This design comes from an exercise in tuning for small area, a short achievable clock period and few clock cycles per item on the open sky130 flow, not from production work. Function was checked by simulation only, so behaviour that the tests miss may differ from the original. The clock port is modelled as an ideal driver; clocking choices that lean on that would not hold on a real chip. Power and IR drop assume default switching activity.

==> module sr_ao21, before the edit <==
module sr_ao21 (
	input  logic a1,
	input  logic a2,
	input  logic b,
	output logic y
);
	assign y = (a1 && a2) || b;
endmodule
==> module app_shell_top, before the edit <==
module app_shell_top (
	input  logic                                global_clk,
	input  logic                                global_rst_n,
	input  logic                                awvalid,
	input  logic [softreg_pkg::SR_ADDR_W-1:0]   awaddr,
	output logic                                awready,
	input  logic                                wvalid,
	input  logic [softreg_pkg::SR_DATA_W-1:0]   wdata,
	input  logic [softreg_pkg::SR_DATA_W/8-1:0] wstrb,
	output logic                                wready,
	output logic                                bvalid,
	output logic [1:0]                          bresp,
	input  logic                                bready,
	input  logic                                arvalid,
	input  logic [softreg_pkg::SR_ADDR_W-1:0]   araddr,
	output logic                                arready,
	output logic                                rvalid,
	output logic [softreg_pkg::SR_DATA_W-1:0]   rdata,
	output logic [1:0]                          rresp,
	input  logic                                rready
);
	localparam int NREGS = NUM_APPS * REGS_PER_APP;
	localparam int IDX_W = APP_SEL_W + REG_IDX_W;
	logic                 rst;
	logic                 ready_q;
	logic                 wr_acc;
	logic                 rd_acc;
	logic [IDX_W-1:0]     wr_idx;
	logic [SR_DATA_W-1:0] regs_q [NREGS];
	logic [SR_DATA_W-1:0] wr_data;
	localparam int HALF_W = SR_DATA_W / 2;
	logic [NREGS-1:0][1:0]   wr_en;
	logic [REGS_PER_APP-1:0] wr_lo;
	logic [NUM_APPS-1:0]     wr_hi;
	logic                 b1_q;
	logic                 b2_q;
	logic                 b1_nxt;
	logic                 b2_nxt;
	logic                 rvalid_q;
	logic [SR_DATA_W-1:0] rdata_q;
	logic                 sk_v_q;
	logic [IDX_W-1:0]     sk_idx_q;
	logic                 sk_v_nxt;
	logic                 r_free;
	logic                 r_load;
	logic [IDX_W-1:0]     ar_idx;
	logic [REGS_PER_APP-1:0] rd_lo;
	logic [NUM_APPS-1:0]     rd_hi;
	logic [SR_DATA_W-1:0] rd_mux;
	assign rst = global_rst_n;
	assign awready = ready_q;
	assign wready  = ready_q;
	assign arready = ready_q;
	assign bvalid  = b1_q;
	assign bresp   = AXI_RESP_OKAY;
	assign rvalid  = rvalid_q;
	assign rdata   = rdata_q;
	assign rresp   = AXI_RESP_OKAY;
	assign wr_acc = ready_q && awvalid && wvalid;
	assign rd_acc = ready_q && arvalid;
	assign wr_idx = awaddr[REG_IDX_LSB +: IDX_W];
	assign wr_data = rst ? '0 : wdata;
	always_comb begin
		for (int k = 0; k < REGS_PER_APP; k++) begin
			wr_lo[k] = wr_acc && wr_idx[REG_IDX_W-1:0] == REG_IDX_W'(k);
		end
		for (int j = 0; j < NUM_APPS; j++) begin
			wr_hi[j] = wr_idx[IDX_W-1:REG_IDX_W] == APP_SEL_W'(j);
		end
	end
	for (genvar i = 0; i < NREGS; i++) begin : g_wr_en
		for (genvar h = 0; h < 2; h++) begin : g_half
			sr_ao21 u_en (
				.a1 (wr_lo[i % REGS_PER_APP]),
				.a2 (wr_hi[i / REGS_PER_APP]),
				.b  (rst),
				.y  (wr_en[i][h])
			);
		end
	end
	always_ff @(posedge global_clk) begin
		for (int i = 0; i < NREGS; i++) begin
			for (int h = 0; h < 2; h++) begin
				if (wr_en[i][h]) begin
					regs_q[i][h*HALF_W +: HALF_W] <= wr_data[h*HALF_W +: HALF_W];
				end
			end
		end
	end
	assign b1_nxt = wr_acc || b2_q || (b1_q && !bready);
	assign b2_nxt = (b2_q || (b1_q && wr_acc)) && !bready;
	assign r_free   = !rvalid_q || rready;
	assign ar_idx   = araddr[REG_IDX_LSB +: IDX_W];
	assign r_load   = (sk_v_q || rd_acc) && r_free;
	assign sk_v_nxt = (sk_v_q || rd_acc) && !r_free;
	always_comb begin
		for (int k = 0; k < REGS_PER_APP; k++) begin
			rd_lo[k] = (ready_q && ar_idx[REG_IDX_W-1:0] == REG_IDX_W'(k))
				|| (sk_v_q && sk_idx_q[REG_IDX_W-1:0] == REG_IDX_W'(k));
		end
		for (int j = 0; j < NUM_APPS; j++) begin
			rd_hi[j] = r_free && ((ready_q && ar_idx[IDX_W-1:REG_IDX_W] == APP_SEL_W'(j))
				|| (sk_v_q && sk_idx_q[IDX_W-1:REG_IDX_W] == APP_SEL_W'(j)));
		end
	end
	for (genvar b = 0; b < SR_DATA_W; b++) begin : g_rd_bit
		logic [NREGS-1:0] col;
		for (genvar i = 0; i < NREGS; i++) begin : g_col
			assign col[i] = regs_q[i][b];
		end
		resp_or_tree u_merge (
			.d    (col),
			.lo   (rd_lo),
			.hi   (rd_hi),
			.q    (rdata_q[b]),
			.hold (!r_free),
			.y    (rd_mux[b])
		);
	end
	always_ff @(posedge global_clk) begin
		rdata_q <= rd_mux;
		if (!sk_v_q) begin
			sk_idx_q <= ar_idx;
		end
	end
	always_ff @(posedge global_clk) begin
		if (rst) begin
			ready_q  <= 1'b1;
			b1_q     <= 1'b0;
			b2_q     <= 1'b0;
			rvalid_q <= 1'b0;
			sk_v_q   <= 1'b0;
		end else begin
			ready_q  <= !sk_v_nxt && !b2_nxt;
			b1_q     <= b1_nxt;
			b2_q     <= b2_nxt;
			rvalid_q <= r_load || (rvalid_q && !rready);
			sk_v_q   <= sk_v_nxt;
		end
	end
endmodule
Settings: LEC_CHECK=0, CAP_MARGIN=20, CORE_MARGIN=2, CORE_UTILIZATION=40, CTS_BUF_LIST=sky130_fd_sc_hd__clkbuf_16, CTS_CLUSTER_DIAMETER=60, CTS_CLUSTER_SIZE=24, SETUP_SLACK_MARGIN=2.0, SLEW_MARGIN=20, SYNTH_HIERARCHICAL=1; clock period 4.0 ns.
standard.sh (not shown) runs the stock make flow with config.mk's settings and CLKGATE_MAP_FILE= SYNTH_SCRIPT=/design/flow/synth_recipe.tcl, a recipe that flattens the netlist after the stock synthesis.
==> flow/flow/run.sh <==
#!/bin/bash
# Standard ORFS layout, with these knobs changed: port buffers are buf_4
# rather than the platform's pick; timing repair may resize a cell to any
# footprint; clock tree synthesis adds no dummy loads; before floorplan,
# flow/pre_floorplan.tcl sets the read-merge a22oi cells to their smallest
# size; after clock tree synthesis, flow/post_cts.tcl runs more setup
# repair in steps. The full
# make output goes to standard_flow.log here; each ORFS step also keeps its
# own log under orfs/logs/.
set -euo pipefail
bash standard.sh MATCH_CELL_FOOTPRINT=0 \
	"BUFFER_PORTS_ARGS=-buffer_cell sky130_fd_sc_hd__buf_4" \
	"CTS_ARGS=-sink_clustering_enable -repair_clock_nets -sink_clustering_size 24 -sink_clustering_max_diameter 60 -buf_list {sky130_fd_sc_hd__clkbuf_8 sky130_fd_sc_hd__clkbuf_16} -dont_use_dummy_load" \
	"PRE_FLOORPLAN_TCL=$PWD/flow/pre_floorplan.tcl" \
	"POST_CTS_TCL=$PWD/flow/post_cts.tcl" \
	finish > standard_flow.log 2>&1
==> flow/flow/post_cts.tcl <==
# Extra setup repair after clock tree synthesis. The resizer works on the
# worst endpoint first and stops when it cannot improve it, which leaves
# the other endpoints short of the target; raising the margin in steps
# brings every endpoint up to each level before the next.
foreach margin {1.2 1.5 1.7 1.8 1.85 1.9 1.95 2.0 2.05 2.1} {
  repair_timing -setup -setup_margin $margin -repair_tns 100
}
detailed_placement
check_placement -verbose
estimate_parasitics -placement
report_worst_slack -max
==> flow/flow/pre_floorplan.tcl <==
# Synthesis maps each two-term AND-OR-invert of the read-data merge onto
# a22oi_2; start them all at a22oi_1 and let timing repair size up only
# the ones that need it.
set small [[ord::get_db] findMaster sky130_fd_sc_hd__a22oi_1]
set n 0
foreach inst [[ord::get_db_block] getInsts] {
  if { [[$inst getMaster] getName] eq "sky130_fd_sc_hd__a22oi_2" } {
    $inst swapMaster $small
    incr n
  }
}
puts "pre_floorplan: $n a22oi_2 cells set to a22oi_1"
Testbench counts at the start, summed over its fixed seeds: cycles 4,808, txns 4,800.
Change:
--- a/flow/design.v
+++ b/flow/design.v
@@ -110,12 +110,4 @@
 	assign y = !((a1 && a2) || (b1 && b2));
 endmodule
-module sr_ao21 (
-	input  logic a1,
-	input  logic a2,
-	input  logic b,
-	output logic y
-);
-	assign y = (a1 && a2) || b;
-endmodule
 module sr_nand3 (
 	input  logic a,
@@ -306,8 +298,5 @@
 	logic [SR_DATA_W-1:0] regs_q [NREGS];
 	logic [SR_DATA_W-1:0] wr_data;
-	localparam int HALF_W = SR_DATA_W / 2;
-	logic [NREGS-1:0][1:0]   wr_en;
-	logic [REGS_PER_APP-1:0] wr_lo;
-	logic [NUM_APPS-1:0]     wr_hi;
+	logic [NREGS-1:0]     wr_en;
 	logic                 b1_q;
 	logic                 b2_q;
@@ -339,27 +328,12 @@
 	assign wr_data = rst ? '0 : wdata;
 	always_comb begin
-		for (int k = 0; k < REGS_PER_APP; k++) begin
-			wr_lo[k] = wr_acc && wr_idx[REG_IDX_W-1:0] == REG_IDX_W'(k);
-		end
-		for (int j = 0; j < NUM_APPS; j++) begin
-			wr_hi[j] = wr_idx[IDX_W-1:REG_IDX_W] == APP_SEL_W'(j);
-		end
-	end
-	for (genvar i = 0; i < NREGS; i++) begin : g_wr_en
-		for (genvar h = 0; h < 2; h++) begin : g_half
-			sr_ao21 u_en (
-				.a1 (wr_lo[i % REGS_PER_APP]),
-				.a2 (wr_hi[i / REGS_PER_APP]),
-				.b  (rst),
-				.y  (wr_en[i][h])
-			);
+		for (int i = 0; i < NREGS; i++) begin
+			wr_en[i] = rst || (wr_acc && wr_idx == IDX_W'(i));
 		end
 	end
 	always_ff @(posedge global_clk) begin
 		for (int i = 0; i < NREGS; i++) begin
-			for (int h = 0; h < 2; h++) begin
-				if (wr_en[i][h]) begin
-					regs_q[i][h*HALF_W +: HALF_W] <= wr_data[h*HALF_W +: HALF_W];
-				end
+			if (wr_en[i]) begin
+				regs_q[i] <= wr_data;
 			end
 		end
Result: Power goes up by 0.35%; die area decreases by 0.35%; final cell count went down by 0.90%; wire length hardly moves; non-clock buffer count came out lower by 2; worst setup slack got worse by 0.043 ns; global-route usage is higher by 0.40 points; combinational power stays flat; via count is higher by 1.3%.
Testbench counts after the change, summed over its fixed seeds: cycles 4,808, txns 4,800.

what the ideal ports hide:
The results above use ideal ports. As a check the final layouts listed here were re-extracted and re-timed, cells and wires unchanged. Step 1: set_driving_cell puts a clkbuf_16 on global_clk and a buf_2 on each other input, an assumption about the parent block. Step 2 times the ports against the registers' clock, not the clock port: input delays grow and output delays shrink by t, the midpoint of the rising clock arrivals with the driver on. Slacks: no drivers / after step 1 / after step 2; pairs: no drivers / after step 1.
| run | shift t [ns] | slack for setup (ns) | slew at the worst register clock pin (ns) | worst slew at a driven data input, ns | cell pins on the clock port's net |
|---|---|---|---|---|---|
| the first run | 0.588 | 2.054 / 2.065 / 1.487 | 0.09 / 0.09 | 0.05 | 1 |
| the second run | 0.595 | 2.010 / 2.042 / 1.447 | 0.09 / 0.09 | 0.04 | 1 |
After both steps every run listed still meets setup and hold. The setup slack of the first run, which loses most, moves by +0.011 ns with the drivers and by -0.567 ns with both steps.
